What follows belongs to an exercise in optimizing a design on an open flow for small area and a short achievable clock period; a production flow would make more cautious choices.
Function was checked by simulation only, so behaviour that the tests miss may differ from the original.
Power figures rest on the tool's default switching activity, not on a simulated workload.

==> flow/design.v <==
package fifo_pkg;
    localparam int DEF_DATA_W = 8;
    localparam int DEF_ADDR_W = 8;
    localparam int FIFO_STD  = 0;
    localparam int FIFO_FWFT = 1;
    function automatic int clog2(input int value);
        int r;
        r = 0;
        while ((1 << r) < value) begin
            r = r + 1;
        end
        clog2 = r;
    endfunction
endpackage
module fifo_slot_mux
#(
    parameter int DATA_W = fifo_pkg::DEF_DATA_W
) (
    input  logic [DATA_W-1:0] hd,
    input  logic [DATA_W-1:0] sh,
    input  logic [DATA_W-1:0] ld,
    input  logic [DATA_W-1:0] q,
    input  logic [DATA_W-1:0] n,
    input  logic [DATA_W-1:0] x,
    output logic [DATA_W-1:0] y
);
    assign y = ~((hd & q) | (sh & n) | (ld & x));
endmodule
module fifo_slot_free (
    input  logic le_hi,
    input  logic ne_hi,
    input  logic le_lo,
    output logic free
);
    assign free = le_hi & (ne_hi | le_lo);
endmodule
module fifo_slot_ctl (
    input  logic free0,
    input  logic free1,
    input  logic rd,
    input  logic rd_n,
    output logic hd,
    output logic sh
);
    assign hd = ~(free0 | rd);
    assign sh = ~(free1 | rd_n);
endmodule
module fifo_slot_ld (
    input  logic free0,
    input  logic free1,
    input  logic rd,
    output logic ld
);
    assign ld = free0 | (free1 & rd);
endmodule
module sync_fifo_param
#(
    parameter int DATA_W    = fifo_pkg::DEF_DATA_W,
    parameter int ADDR_W    = fifo_pkg::DEF_ADDR_W,
    parameter int AF_THRESH = (1 << ADDR_W) - 2,
    parameter int AE_THRESH = 2
) (
    input  logic              sys_clk,
    input  logic              sys_rst,
    input  logic              wr_en,
    input  logic [DATA_W-1:0] din,
    input  logic              rd_en,
    output logic [DATA_W-1:0] dout,
    output logic              full,
    output logic              empty,
    output logic              almost_full,
    output logic              almost_empty,
    output logic [ADDR_W:0]   data_count,
    output logic              overflow,
    output logic              underflow
);
    localparam int CW    = ADDR_W + 1;
    localparam int DEPTH = 1 << ADDR_W;
    localparam logic [ADDR_W:0] DEPTH_C = CW'(DEPTH);
    localparam logic [ADDR_W:0] AF_C    = CW'(AF_THRESH);
    localparam logic [ADDR_W:0] AE_C    = CW'(AE_THRESH);
    logic            wr_acc;
    logic            rd_acc;
    logic            inc;
    logic            dec;
    logic            phase;          
    logic [ADDR_W:0] ncount;         
    logic            nfull;          
    logic            empty_i;        
    logic            empty_q;        
    logic            aempty_q;       
    logic [ADDR_W:0] count;
    logic [15:0]     le_hi;          
    logic [15:0]     ne_hi;          
    logic [14:0]     le_lo;          
    assign count = ~ncount;
    assign wr_acc = wr_en & nfull;
    assign rd_acc = rd_en & ~empty_i;
    assign inc    = wr_acc & ~rd_acc;
    assign dec    = rd_acc & ~wr_acc;
    logic [DATA_W*(DEPTH+1)-1:0] q;
    logic [DATA_W*DEPTH-1:0]     d;
    logic [DATA_W-1:0]           x;
    logic [DEPTH:0]              free;    
    assign q[DATA_W*(DEPTH+1)-1 -: DATA_W] = '0;
    assign x = din ^ {DATA_W{phase}};
    genvar i;
    generate
        for (i = 0; i < DEPTH; i++) begin : g_free
            fifo_slot_free u_free (
                .le_hi (le_hi[i/16]),
                .ne_hi (ne_hi[i/16]),
                .le_lo ((i % 16 == 15) ? 1'b1 : le_lo[(i % 16 == 15) ? 0 : i % 16]),
                .free  (free[i])
            );
        end
        assign free[DEPTH] = 1'b1;
        for (i = 0; i < DEPTH; i++) begin : g_slot
            logic hd, sh, ld;
            fifo_slot_ctl u_ctl (
                .free0 (free[i]),
                .free1 (free[i+1]),
                .rd    (rd_en),
                .rd_n  (~rd_en),
                .hd    (hd),
                .sh    (sh)
            );
            fifo_slot_ld u_ld (
                .free0 (free[i]),
                .free1 (free[i+1]),
                .rd    (rd_en),
                .ld    (ld)
            );
            fifo_slot_mux #(.DATA_W(DATA_W)) u_mux (
                .hd ({DATA_W{hd}}),
                .sh ({DATA_W{sh}}),
                .ld ({DATA_W{ld}}),
                .q  (q[DATA_W*i +: DATA_W]),
                .n  (q[DATA_W*(i+1) +: DATA_W]),
                .x  (x),
                .y  (d[DATA_W*i +: DATA_W])
            );
        end
    endgenerate
    always_ff @(posedge sys_clk) begin
        q[DATA_W*DEPTH-1:0] <= d;
    end
    logic [ADDR_W:0] count_up, count_dn, count_next;
    logic            full_next, empty_next, af_next, ae_next;
    assign count_up = count + CW'(1);
    assign count_dn = count - CW'(1);
    always_comb begin
        if (inc) begin
            count_next = count_up;
            full_next  = (count == DEPTH_C - CW'(1));
            empty_next = 1'b0;
            af_next    = (count >= AF_C - CW'(1));
            ae_next    = (count <= AE_C - CW'(1));
        end else if (dec) begin
            count_next = count_dn;
            full_next  = 1'b0;
            empty_next = (count == CW'(1));
            af_next    = (count >= AF_C + CW'(1));
            ae_next    = (count <= AE_C + CW'(1));
        end else begin
            count_next = count;
            full_next  = (count == DEPTH_C);
            empty_next = (count == '0);
            af_next    = (count >= AF_C);
            ae_next    = (count <= AE_C);
        end
    end
    logic [15:0] le_hi_next, ne_hi_next, le_hi_up, ne_hi_up, le_hi_dn, ne_hi_dn;
    logic [14:0] le_lo_next, le_lo_up, le_lo_dn;
    logic        lo15, lo0;
    assign lo15 = ~le_lo[14];
    assign lo0  = le_lo[0];
    always_comb begin
        le_lo_up[0] = lo15;
        for (int b = 1; b < 15; b++) begin
            le_lo_up[b] = le_lo[b-1] | lo15;
        end
        for (int b = 0; b < 14; b++) begin
            le_lo_dn[b] = le_lo[b+1] & ~lo0;
        end
        le_lo_dn[14] = ~lo0;
        le_hi_up[0] = lo15 ? 1'b0 : le_hi[0];
        ne_hi_up[0] = lo15 ? 1'b1 : ne_hi[0];
        for (int a = 1; a < 16; a++) begin
            le_hi_up[a] = lo15 ? le_hi[a-1] : le_hi[a];
            ne_hi_up[a] = lo15 ? ne_hi[a-1] : ne_hi[a];
        end
        for (int a = 0; a < 15; a++) begin
            le_hi_dn[a] = lo0 ? le_hi[a+1] : le_hi[a];
            ne_hi_dn[a] = lo0 ? ne_hi[a+1] : ne_hi[a];
        end
        le_hi_dn[15] = lo0 ? 1'b1  : le_hi[15];
        ne_hi_dn[15] = lo0 ? nfull : ne_hi[15];
        if (inc) begin
            le_hi_next = le_hi_up;
            ne_hi_next = ne_hi_up;
            le_lo_next = le_lo_up;
        end else if (dec) begin
            le_hi_next = le_hi_dn;
            ne_hi_next = ne_hi_dn;
            le_lo_next = le_lo_dn;
        end else begin
            le_hi_next = le_hi;
            ne_hi_next = ne_hi;
            le_lo_next = le_lo;
        end
    end
    assign empty        = ~empty_q;
    assign almost_empty = ~aempty_q;
    always_ff @(posedge sys_clk or posedge sys_rst) begin
        if (sys_rst) begin
            le_hi        <= '1;
            ne_hi        <= 16'hfffe;
            le_lo        <= '1;
            phase        <= 1'b0;
            ncount       <= '1;
            nfull        <= 1'b1;
            empty_i      <= 1'b1;
            data_count   <= '0;
            full         <= 1'b0;
            empty_q      <= 1'b0;
            almost_full  <= 1'b0;
            aempty_q     <= 1'b0;
            overflow     <= 1'b0;
            underflow    <= 1'b0;
            dout         <= '0;
        end else begin
            le_hi        <= le_hi_next;
            ne_hi        <= ne_hi_next;
            le_lo        <= le_lo_next;
            phase        <= ~phase;
            ncount       <= ~count_next;
            nfull        <= ~full_next;
            empty_i      <= empty_next;
            data_count   <= count_next;
            full         <= full_next;
            empty_q      <= ~empty_next;
            almost_full  <= af_next;
            aempty_q     <= ~ae_next;
            overflow     <= wr_en & ~nfull;
            underflow    <= rd_en & empty_i;
            if (rd_acc) begin
                dout <= q[DATA_W-1:0] ^ {DATA_W{phase}};
            end
        end
    end
endmodule
Settings: LEC_CHECK=0, CAP_MARGIN=20, CORE_MARGIN=2, CORE_UTILIZATION=50, CTS_CLUSTER_DIAMETER=100, CTS_CLUSTER_SIZE=25, SETUP_SLACK_MARGIN=1.9, SLEW_MARGIN=20, SYNTH_HIERARCHICAL=1; clock period 4.0 ns.
standard.sh (not shown) runs the stock make flow with config.mk's settings and CLKGATE_MAP_FILE= SYNTH_SCRIPT=/design/flow/synth_recipe.tcl, a recipe that flattens the netlist after the stock synthesis.
==> flow/flow/run.sh <==
#!/bin/bash
# Layout of the design: the standard flow, with one step added after
# placement: flow/pull_out_regs.tcl moves the registers that drive output
# ports next to the ports' buffers, doubles the drive of the store's select
# gates, and legalizes the placement again.
# Everything else, synthesis included, is the standard flow's. Each part's
# output goes to a log file of its own here; ORFS keeps each step's own log
# under orfs/logs/.
set -euo pipefail
bash standard.sh place > flow_place.log 2>&1
res=orfs/results/$FLOW_PLATFORM/sync_fifo_param/base
PLATFORM_DIR=$FLOW_HOME/platforms/$FLOW_PLATFORM PLACE_ODB=$res/3_place.odb \
  openroad -no_init -exit flow/pull_out_regs.tcl > flow_pull_out_regs.log 2>&1
bash standard.sh finish > flow_finish.log 2>&1
Other scripts of this flow, unchanged in this note and not shown: flow/flow/pull_out_regs.tcl
Then changed:
--- a/flow/design.v
+++ b/flow/design.v
@@ -43,18 +43,17 @@
     output logic sh
 );
     assign hd = ~(free0 | rd);
     assign sh = ~(free1 | rd_n);
 endmodule
 module fifo_slot_ld (
-    input  logic free0,
-    input  logic free1,
-    input  logic rd,
+    input  logic hd,
+    input  logic sh,
     output logic ld
 );
-    assign ld = free0 | (free1 & rd);
+    assign ld = ~(hd | sh);
 endmodule
 module sync_fifo_param
 #(
     parameter int DATA_W    = fifo_pkg::DEF_DATA_W,
     parameter int ADDR_W    = fifo_pkg::DEF_ADDR_W,
     parameter int AF_THRESH = (1 << ADDR_W) - 2,
@@ -123,16 +122,15 @@
                 .rd    (rd_en),
                 .rd_n  (~rd_en),
                 .hd    (hd),
                 .sh    (sh)
             );
             fifo_slot_ld u_ld (
-                .free0 (free[i]),
-                .free1 (free[i+1]),
-                .rd    (rd_en),
-                .ld    (ld)
+                .hd (hd),
+                .sh (sh),
+                .ld (ld)
             );
             fifo_slot_mux #(.DATA_W(DATA_W)) u_mux (
                 .hd ({DATA_W{hd}}),
                 .sh ({DATA_W{sh}}),
                 .ld ({DATA_W{ld}}),
                 .q  (q[DATA_W*i +: DATA_W]),
@@ -149,22 +147,22 @@
     logic            full_next, empty_next, af_next, ae_next;
     assign count_up = count + CW'(1);
     assign count_dn = count - CW'(1);
     always_comb begin
         if (inc) begin
             count_next = count_up;
-            full_next  = (count == DEPTH_C - CW'(1));
+            full_next  = (count_up == DEPTH_C);
             empty_next = 1'b0;
-            af_next    = (count >= AF_C - CW'(1));
-            ae_next    = (count <= AE_C - CW'(1));
+            af_next    = (count_up >= AF_C);
+            ae_next    = (count_up <= AE_C);
         end else if (dec) begin
             count_next = count_dn;
             full_next  = 1'b0;
-            empty_next = (count == CW'(1));
-            af_next    = (count >= AF_C + CW'(1));
-            ae_next    = (count <= AE_C + CW'(1));
+            empty_next = (count_dn == '0);
+            af_next    = (count_dn >= AF_C);
+            ae_next    = (count_dn <= AE_C);
         end else begin
             count_next = count;
             full_next  = (count == DEPTH_C);
             empty_next = (count == '0);
             af_next    = (count >= AF_C);
             ae_next    = (count <= AE_C);
The changed run finished clean.
Worst setup slack loses 0.035 ns.
Cell count goes up by 0.66%.
Hold slack gains 0.0072 ns.
Routed wire length goes down by 2.0%.
Power goes up by 12%.
Core utilization goes up by 0.96 points.
Sequential share of layout area goes down by 0.32 points.
Critical path depth goes down by 1.
Non-clock buffer count goes up by 24.

## port drivers added, routing unchanged
How much do the figures lean on ideal ports? The routed layouts below were timed once more, with nothing changed but the port constraints. Step 1 sets driving cells, clkbuf_16 on the clock port and buf_2 on the other inputs (assumed; they add their load-dependent delay and slew). Step 2 adds t to the input delays and takes it off the output delays; t is the mean of the earliest and latest rising clock arrival at the registers after step 1. Input paths then give back, and output paths get back, about the clock's delay inside the block. Slacks: ideal / step 1 / step 2; pairs: ideal / step 1.
| run | t (ns) | setup slack, ns | slew at the worst register clock pin (ns) | worst data-port slew with drivers (ns) | pins driven straight from the clock port |
|---|---|---|---|---|---|
| the first run | 0.805 | 1.899 / 1.836 / 1.144 | 0.10 / 0.10 | 0.07 | 1 |
| the second run | 0.799 | 1.865 / 1.850 / 1.097 | 0.10 / 0.10 | 0.07 | 1 |
After both steps setup and hold are still met in every run listed. The setup slack of the second run, which loses most, moves by -0.015 ns with the drivers and by -0.768 ns with both steps.
